From an optimization exercise on the open Yosys and OpenROAD flow, aimed at small area, a short achievable clock period and few clock cycles per item; shortcuts taken in it are not production practice. At most, simulation tests tie the RTL to the original design; equivalence was not proved. Power figures rest on the tool's default switching activity, not on a simulated workload.

==> flow/design.v (excerpt) <==
module gaussian_pyramid_core
#(
  parameter int BIT_DEPTH = 8,
  parameter int TOP_WIDTH = 64,
  parameter int TOP_HEIGHT = 64,
  parameter int READ_LATENCY = 2,
  localparam int A1 = $clog2(TOP_WIDTH * TOP_HEIGHT),
  localparam int A2 = $clog2((TOP_WIDTH >> 1) * (TOP_HEIGHT >> 1)),
  localparam int A3 = $clog2((TOP_WIDTH >> 2) * (TOP_HEIGHT >> 2))
) (
  input  logic                 clk_in,
  input  logic                 rst_in,
  input  logic                 start_in,
  output logic [A1-1:0]        ext_read_addr,
  output logic                 ext_read_addr_valid,
  input  logic [BIT_DEPTH-1:0] ext_pixel_in,
  output logic [A1-1:0]        O1L1_write_addr, O1L2_write_addr, O1L3_write_addr,
  output logic                 O1L1_write_valid, O1L2_write_valid, O1L3_write_valid,
  output logic [BIT_DEPTH-1:0] O1L1_pixel_out, O1L2_pixel_out, O1L3_pixel_out,
  output logic [A2-1:0]        O2L1_write_addr, O2L2_write_addr, O2L3_write_addr,
  output logic                 O2L1_write_valid, O2L2_write_valid, O2L3_write_valid,
  output logic [BIT_DEPTH-1:0] O2L1_pixel_out, O2L2_pixel_out, O2L3_pixel_out,
  output logic [A3-1:0]        O3L1_write_addr, O3L2_write_addr, O3L3_write_addr,
  output logic                 O3L1_write_valid, O3L2_write_valid, O3L3_write_valid,
  output logic [BIT_DEPTH-1:0] O3L1_pixel_out, O3L2_pixel_out, O3L3_pixel_out,
  output logic                 pyramid_done
);
Size in the first run: ~5900 cells after synthesis, ~200 I/O pins, roughly 98000 sq um of cells after synthesis.
clock: 10.0 ns
lec_check: 0
cap_margin: 20
core_margin: 2
core_utilization: 40
slew_margin: 20
standard.sh (not shown) runs the stock make flow with config.mk's settings and CLKGATE_MAP_FILE= SYNTH_SCRIPT=/design/flow/synth_recipe.tcl, a recipe that flattens the netlist after the stock synthesis.
==> flow/flow/run.sh <==
#!/bin/bash
# Standard layout with buf_4 port buffers, timing repair aiming at 6.5 ns of setup slack
# (a 3.5 ns period) while the constraints stay at the design's 10 ns clock, and larger
# clock-tree sink clusters.
export BUFFER_PORTS_ARGS="-buffer_cell sky130_fd_sc_hd__buf_4"
export SETUP_SLACK_MARGIN=6.5
export CTS_ARGS="-sink_clustering_enable -repair_clock_nets -sink_clustering_size 24 -sink_clustering_max_diameter 80 -dont_use_dummy_load"
bash standard.sh > standard.log 2>&1
Testbench counts at the start, summed over its fixed seeds: cycles 138,048, frames 32.
Then changed:
--- a/flow/design.v
+++ b/flow/design.v
@@ -192,82 +192,73 @@
   localparam int N1 = TOP_WIDTH * TOP_HEIGHT;
   localparam int CW = A1 + 1;
   localparam int LAT1 = READ_LATENCY + 1 + TOP_WIDTH + 2;
   localparam int LAT2 = LAT1 + TOP_WIDTH + 3;
   localparam int DONE_AT = N1 + 78;
   localparam int FL21 = N1 - 64;
   localparam int FL31 = N1 + 8;
-  logic start_r, busy, rd_en, v1_int, o2v1_int;
-  logic [READ_LATENCY:0] vld_dly;
-  logic [BIT_DEPTH-1:0] px, px_int;
+  logic start_r, busy, rd_en, o2v1_int;
+  logic [BIT_DEPTH-1:0] px;
   logic [CW-1:0] b1, b2;
   logic brd1, brd2, v23, o2l1;
-  logic [A1-1:0] a1, a23;
+  logic [A1-1:0] a11, a23;
   always_ff @(posedge clk_in or negedge rst_in) begin
     if (!rst_in) begin
       start_r <= 1'b0;
       busy <= 1'b0;
       rd_en <= 1'b0;
       ext_read_addr_valid <= 1'b0;
       ext_read_addr <= '0;
-      vld_dly <= '0;
       O1L1_write_valid <= 1'b0;
-      v1_int <= 1'b0;
-      a1 <= '0;
       b1 <= '0;
       b2 <= '0;
       v23 <= 1'b0;
       O2L1_write_valid <= 1'b0;
       o2v1_int <= 1'b0;
       pyramid_done <= 1'b0;
     end else begin
       start_r <= start_in && !busy && !start_r;
       if (start_r) begin
         busy <= 1'b1;
         rd_en <= 1'b1;
         ext_read_addr_valid <= 1'b1;
         ext_read_addr <= '0;
-        a1 <= '0;
         b1 <= CW'(-LAT1);
         b2 <= CW'(-LAT2);
       end else begin
         if (pyramid_done) busy <= 1'b0;
         if (&ext_read_addr) begin
           rd_en <= 1'b0;
           ext_read_addr_valid <= 1'b0;
         end
         if (rd_en) ext_read_addr <= ext_read_addr + 1'b1;
-        if (v1_int) a1 <= a1 + 1'b1;
         if (busy) begin
           b1 <= b1 + 1'b1;
           b2 <= b2 + 1'b1;
         end
       end
-      vld_dly <= {vld_dly[READ_LATENCY-1:0], rd_en};
-      O1L1_write_valid <= vld_dly[READ_LATENCY-1];
-      v1_int <= vld_dly[READ_LATENCY-1];
+      O1L1_write_valid <= busy && !b1[CW-1];
       v23 <= busy && !b2[CW-1];
       O2L1_write_valid <= o2l1;
       o2v1_int <= o2l1;
       pyramid_done <= busy && !pyramid_done && b2 == CW'(DONE_AT);
     end
   end
   always_ff @(posedge clk_in) begin
     px <= ext_pixel_in;
-    px_int <= ext_pixel_in;
+    a11 <= b1[A1-1:0];
     a23 <= b2[A1-1:0];
   end
   assign o2l1 = busy && !b2[CW-1] && !b2[LW1] && !b2[0];
   assign brd1 = b1[A1-1:LW1] == '0 || &b1[A1-1:LW1] || b1[LW1-1:0] == '0 || &b1[LW1-1:0];
   assign brd2 = b2[A1-1:LW1] == '0 || &b2[A1-1:LW1] || b2[LW1-1:0] == '0 || &b2[LW1-1:0];
-  assign O1L1_write_addr = a1;
-  assign O1L1_pixel_out = px;
+  assign O1L1_write_addr = a11;
   logic [BIT_DEPTH-1:0] l2, l3_int;
   blur_free #(.W(TOP_WIDTH), .BIT_DEPTH(BIT_DEPTH)) u_b11 (
-    .clk(clk_in), .in_pixel(px_int), .border(brd1), .out_pixel(), .out_copy(l2), .out_centre());
+    .clk(clk_in), .in_pixel(px), .border(brd1), .out_pixel(), .out_copy(l2), .out_centre(O1L1_pixel_out));
   blur_free #(.W(TOP_WIDTH), .BIT_DEPTH(BIT_DEPTH)) u_b12 (
     .clk(clk_in), .in_pixel(l2), .border(brd2), .out_pixel(O1L3_pixel_out), .out_copy(l3_int),
     .out_centre(O1L2_pixel_out));
   assign O1L2_write_valid = v23;
   assign O1L3_write_valid = v23;
   assign O1L2_write_addr = a23;
   assign O1L3_write_addr = a23;
Maximum frequency is about the same. Worst hold slack got worse by 30 ps. Sequential power hardly moves. Setup slack is worse by 7.6 ps. Clock power hardly moves. Routed wire length came out higher by 1.2%. Via count went up by 1.1%. Sequential share of layout area barely changes. Cell count hardly moves. Register-to-register slack improved by 30 ps. Die area is about the same. Synthesized cell count drops by 0.44%. Clock-buffer cell count drops by 1. Flip-flop and latch count falls by 1.
Only the layout flow was run in the second run of this note; the RTL was not checked for function there.

Starting RTL as in the previous note.
export LEC_CHECK = 0
export CAP_MARGIN = 20
export CORE_MARGIN = 2
export CORE_UTILIZATION = 40
export SLEW_MARGIN = 20
create_clock -name core_clock -period 10.0 [get_ports {clk_in}]
==> flow/flow/run.sh <==
#!/bin/bash
# Standard layout with buf_4 port buffers, timing repair aiming at 7.0 ns of setup slack
# (a 3.0 ns period) while the constraints stay at the design's 10 ns clock, and larger
# clock-tree sink clusters.
export BUFFER_PORTS_ARGS="-buffer_cell sky130_fd_sc_hd__buf_4"
export SETUP_SLACK_MARGIN=7.0
export CTS_ARGS="-sink_clustering_enable -repair_clock_nets -sink_clustering_size 24 -sink_clustering_max_diameter 80 -dont_use_dummy_load"
bash standard.sh > standard.log 2>&1
Testbench counts at the start, summed over its fixed seeds: cycles 138,048, frames 32.
Next try:
--- a/flow/design.v
+++ b/flow/design.v
@@ -187,92 +187,83 @@
   localparam int W3 = TOP_WIDTH >> 2;
   localparam int H3 = TOP_HEIGHT >> 2;
   localparam int LW1 = $clog2(TOP_WIDTH);
   localparam int LW2 = $clog2(W2);
   localparam int LW3 = $clog2(W3);
   localparam int N1 = TOP_WIDTH * TOP_HEIGHT;
   localparam int CW = A1 + 1;
   localparam int LAT1 = READ_LATENCY + 1 + TOP_WIDTH + 2;
   localparam int LAT2 = LAT1 + TOP_WIDTH + 3;
   localparam int DONE_AT = N1 + 78;
   localparam int FL21 = N1 - 64;
   localparam int FL31 = N1 + 8;
-  logic start_r, busy, rd_en, v1_int, o2v1_int;
-  logic [READ_LATENCY:0] vld_dly;
-  logic [BIT_DEPTH-1:0] px, px_int;
+  logic start_r, busy, rd_en, o2v1_int;
+  logic [BIT_DEPTH-1:0] px;
   logic [CW-1:0] b1, b2;
   logic brd1, brd2, v23, o2l1;
-  logic [A1-1:0] a1, a23;
+  logic [A1-1:0] a11, a23;
   always_ff @(posedge clk_in or negedge rst_in) begin
     if (!rst_in) begin
       start_r <= 1'b0;
       busy <= 1'b0;
       rd_en <= 1'b0;
       ext_read_addr_valid <= 1'b0;
       ext_read_addr <= '0;
-      vld_dly <= '0;
       O1L1_write_valid <= 1'b0;
-      v1_int <= 1'b0;
-      a1 <= '0;
       b1 <= '0;
       b2 <= '0;
       v23 <= 1'b0;
       O2L1_write_valid <= 1'b0;
       o2v1_int <= 1'b0;
       pyramid_done <= 1'b0;
     end else begin
       start_r <= start_in && !busy && !start_r;
       if (start_r) begin
         busy <= 1'b1;
         rd_en <= 1'b1;
         ext_read_addr_valid <= 1'b1;
         ext_read_addr <= '0;
-        a1 <= '0;
         b1 <= CW'(-LAT1);
         b2 <= CW'(-LAT2);
       end else begin
         if (pyramid_done) busy <= 1'b0;
         if (&ext_read_addr) begin
           rd_en <= 1'b0;
           ext_read_addr_valid <= 1'b0;
         end
         if (rd_en) ext_read_addr <= ext_read_addr + 1'b1;
-        if (v1_int) a1 <= a1 + 1'b1;
         if (busy) begin
           b1 <= b1 + 1'b1;
           b2 <= b2 + 1'b1;
         end
       end
-      vld_dly <= {vld_dly[READ_LATENCY-1:0], rd_en};
-      O1L1_write_valid <= vld_dly[READ_LATENCY-1];
-      v1_int <= vld_dly[READ_LATENCY-1];
+      O1L1_write_valid <= busy && !b1[CW-1];
       v23 <= busy && !b2[CW-1];
       O2L1_write_valid <= o2l1;
       o2v1_int <= o2l1;
       pyramid_done <= busy && !pyramid_done && b2 == CW'(DONE_AT);
     end
   end
   always_ff @(posedge clk_in) begin
     px <= ext_pixel_in;
-    px_int <= ext_pixel_in;
+    a11 <= b1[A1-1:0];
     a23 <= b2[A1-1:0];
   end
   assign o2l1 = busy && !b2[CW-1] && !b2[LW1] && !b2[0];
   assign brd1 = b1[A1-1:LW1] == '0 || &b1[A1-1:LW1] || b1[LW1-1:0] == '0 || &b1[LW1-1:0];
   assign brd2 = b2[A1-1:LW1] == '0 || &b2[A1-1:LW1] || b2[LW1-1:0] == '0 || &b2[LW1-1:0];
-  assign O1L1_write_addr = a1;
-  assign O1L1_pixel_out = px;
+  assign O1L1_write_addr = a11;
   logic [BIT_DEPTH-1:0] l2, l3_int;
   blur_free #(.W(TOP_WIDTH), .BIT_DEPTH(BIT_DEPTH)) u_b11 (
-    .clk(clk_in), .in_pixel(px_int), .border(brd1), .out_pixel(), .out_copy(l2), .out_centre());
+    .clk(clk_in), .in_pixel(px), .border(brd1), .out_pixel(), .out_copy(l2), .out_centre(O1L1_pixel_out));
   blur_free #(.W(TOP_WIDTH), .BIT_DEPTH(BIT_DEPTH)) u_b12 (
     .clk(clk_in), .in_pixel(l2), .border(brd2), .out_pixel(O1L3_pixel_out), .out_copy(l3_int),
     .out_centre(O1L2_pixel_out));
   assign O1L2_write_valid = v23;
   assign O1L3_write_valid = v23;
   assign O1L2_write_addr = a23;
   assign O1L3_write_addr = a23;
   assign O2L1_write_addr = {a23[A1-1:LW1+1], a23[LW1-1:1]};
   assign O2L1_pixel_out = O1L3_pixel_out;
   logic f21, f31;
   logic ev21, ev22, ev31, ev32;
   logic o2v, o3v, o3k_int;
Effect: Power drops by 0.33%. Final cell count drops by 0.61%. Setup slack loses 0.0068 ns. Worst hold slack loses 0.030 ns. Area after synthesis is about the same. Core utilization drops by 0.15 points. Global-route usage climbs by 0.12 points. Count of clock-buffer cells in the layout drops by 1.
No functional check of the RTL was part of the second run of this note.

lane 1:
Another version of the RTL of gaussian_pyramid_core (not shown whole).
Size in the first run: roughly 5500 cells after synthesis, ~200 I/O pins.
clock: 10.0 ns
lec_check: 0
cap_margin: 20
core_margin: 2
core_utilization: 40
slew_margin: 20
==> flow/flow/run.sh <==
#!/bin/bash
# Standard layout with buf_4 port buffers, timing repair aiming at 6.5 ns of setup slack
# (a 3.5 ns period) while the constraints stay at the design's 10 ns clock, and larger
# clock-tree sink clusters.
export BUFFER_PORTS_ARGS="-buffer_cell sky130_fd_sc_hd__buf_4"
export SETUP_SLACK_MARGIN=6.5
export CTS_ARGS="-sink_clustering_enable -repair_clock_nets -sink_clustering_size 27 -sink_clustering_max_diameter 90 -dont_use_dummy_load"
bash standard.sh > standard.log 2>&1
Lane 1 has completed all stages; timing, DRC and antenna checks passed.
Testbench counts of lane 1, summed over its fixed seeds: cycles 138,016, frames 32.
#### Input delta (lane 2 over lane 1)
--- a/flow/design.v
+++ b/flow/design.v
@@ -285,13 +285,13 @@
   assign ev31 = o3k_int || f31;
   assign ev32 = o3v;
   line_ring #(.L(TOP_WIDTH), .BIT_DEPTH(BIT_DEPTH)) u_r21 (
     .clk(clk_in), .we0(r21we), .d0(r21d), .we1(1'b0), .d1(r21d), .q1(r21q1), .q2(), .r(r21r));
   line_ring #(.L(TOP_WIDTH), .BIT_DEPTH(BIT_DEPTH)) u_r22 (
     .clk(clk_in), .we0(r22we), .d0(r22d), .we1(1'b0), .d1(r22d), .q1(r22q1), .q2(), .r(r22r));
-  line_ring #(.L(TOP_WIDTH), .BIT_DEPTH(BIT_DEPTH), .AHEAD(1'b1)) u_r3 (
+  line_ring #(.L(TOP_WIDTH), .BIT_DEPTH(BIT_DEPTH)) u_r3 (
     .clk(clk_in), .we0(r31we), .d0(r31d), .we1(r32we), .d1(r32d), .q1(r3q1), .q2(), .r(r3r));
   blur_ring #(.W(W2), .H(H2), .BIT_DEPTH(BIT_DEPTH)) u_b21 (
     .clk(clk_in), .rst_n(rst_in), .clr(start), .ev(ev21), .go(b2 >= CW'(GO21)), .in_pixel(l3_int),
     .ring_q1(r21q1), .ring_r(r21r), .ring_we(r21we), .ring_d(r21d),
     .out_valid(), .out_valid_int(o2v), .out_keep(), .out_keep_int(), .out_addr(),
     .out_pixel(), .out_pixel_int(o2p1), .out_centre());
--- outcome ---
The average wire per cell in the routed design of lane 2 is higher than that of lane 1.
Sum of routed wire length over all layers (lane 2 over lane 1): increase, about 2.2%
Lane 2 ends up with higher number of gates given a new drive strength after cts than lane 1 does.
Lane 2 against lane 1; placer congestion estimate is down slightly.
Number of global-route vias before repair (lane 2 over lane 1): decrease, about 1.4%
Hold slack: lane 2 and lane 1 compared, lower one is lane 1
| global-route total usage across every layer | higher: lane 2 |
The core utilization of the finished layout was comparable across lane 2 and lane 1.
Taking lane 1 as the reference, in lane 2 multiplexer share of the synthesized area ~0 delta; maximum frequency from static timing analysis ~0 delta; clock power share +0.6 points.
Testbench counts of lane 2, summed over its fixed seeds: cycles 138,016, frames 32.

what the ideal ports hide:
Ports are ideal in the flow. The routed layouts listed here were re-timed in OpenROAD. Step 1: set_driving_cell puts a clkbuf_16 on clk_in and a buf_2 on each other input, an assumption about the parent block. Step 2 moves the port delays by t, midway between the first and last clock arrival at a register: inputs arrive t later, outputs are due t later. That takes back most of the time a late clock gives input paths. a / b / c = ideal ports / drivers / drivers and shift; a / b = the first two.
| run | t, ns | setup slack, ns | hold slack, ns | worst setup path after step 2 | latest minus earliest clock arrival (ns) |
|---|---|---|---|---|---|
| the first run of note 1 | 0.855 | 6.610 / 6.529 / 6.807 | 0.287 / 0.287 / 0.287 | input, reset recovery | 0.110 / 0.111 |
| the second run of note 1 | 0.895 | 6.603 / 6.520 / 7.067 | 0.257 / 0.257 / 0.257 | input, reset recovery | 0.103 / 0.103 |
| the first run of note 2 | 0.856 | 6.634 / 6.553 / 6.768 | 0.287 / 0.287 / 0.287 | input, reset recovery | 0.112 / 0.112 |
| the second run of note 2 | 0.895 | 6.627 / 6.545 / 6.527 | 0.257 / 0.257 / 0.257 | input, reset recovery | 0.105 / 0.105 |
| lane 1 | 0.855 | 6.597 / 6.516 / 6.521 | 0.216 / 0.216 / 0.216 | input to register | 0.126 / 0.125 |
| lane 2 | 0.875 | 6.600 / 6.513 / 6.367 | 0.269 / 0.269 / 0.269 | input to register | 0.133 / 0.133 |
After both steps setup and hold are still met in every run listed. The setup slack of lane 2, which loses most, moves by -0.087 ns with the drivers and by -0.233 ns with both steps. The worst setup slack also covers recovery checks on asynchronous resets.
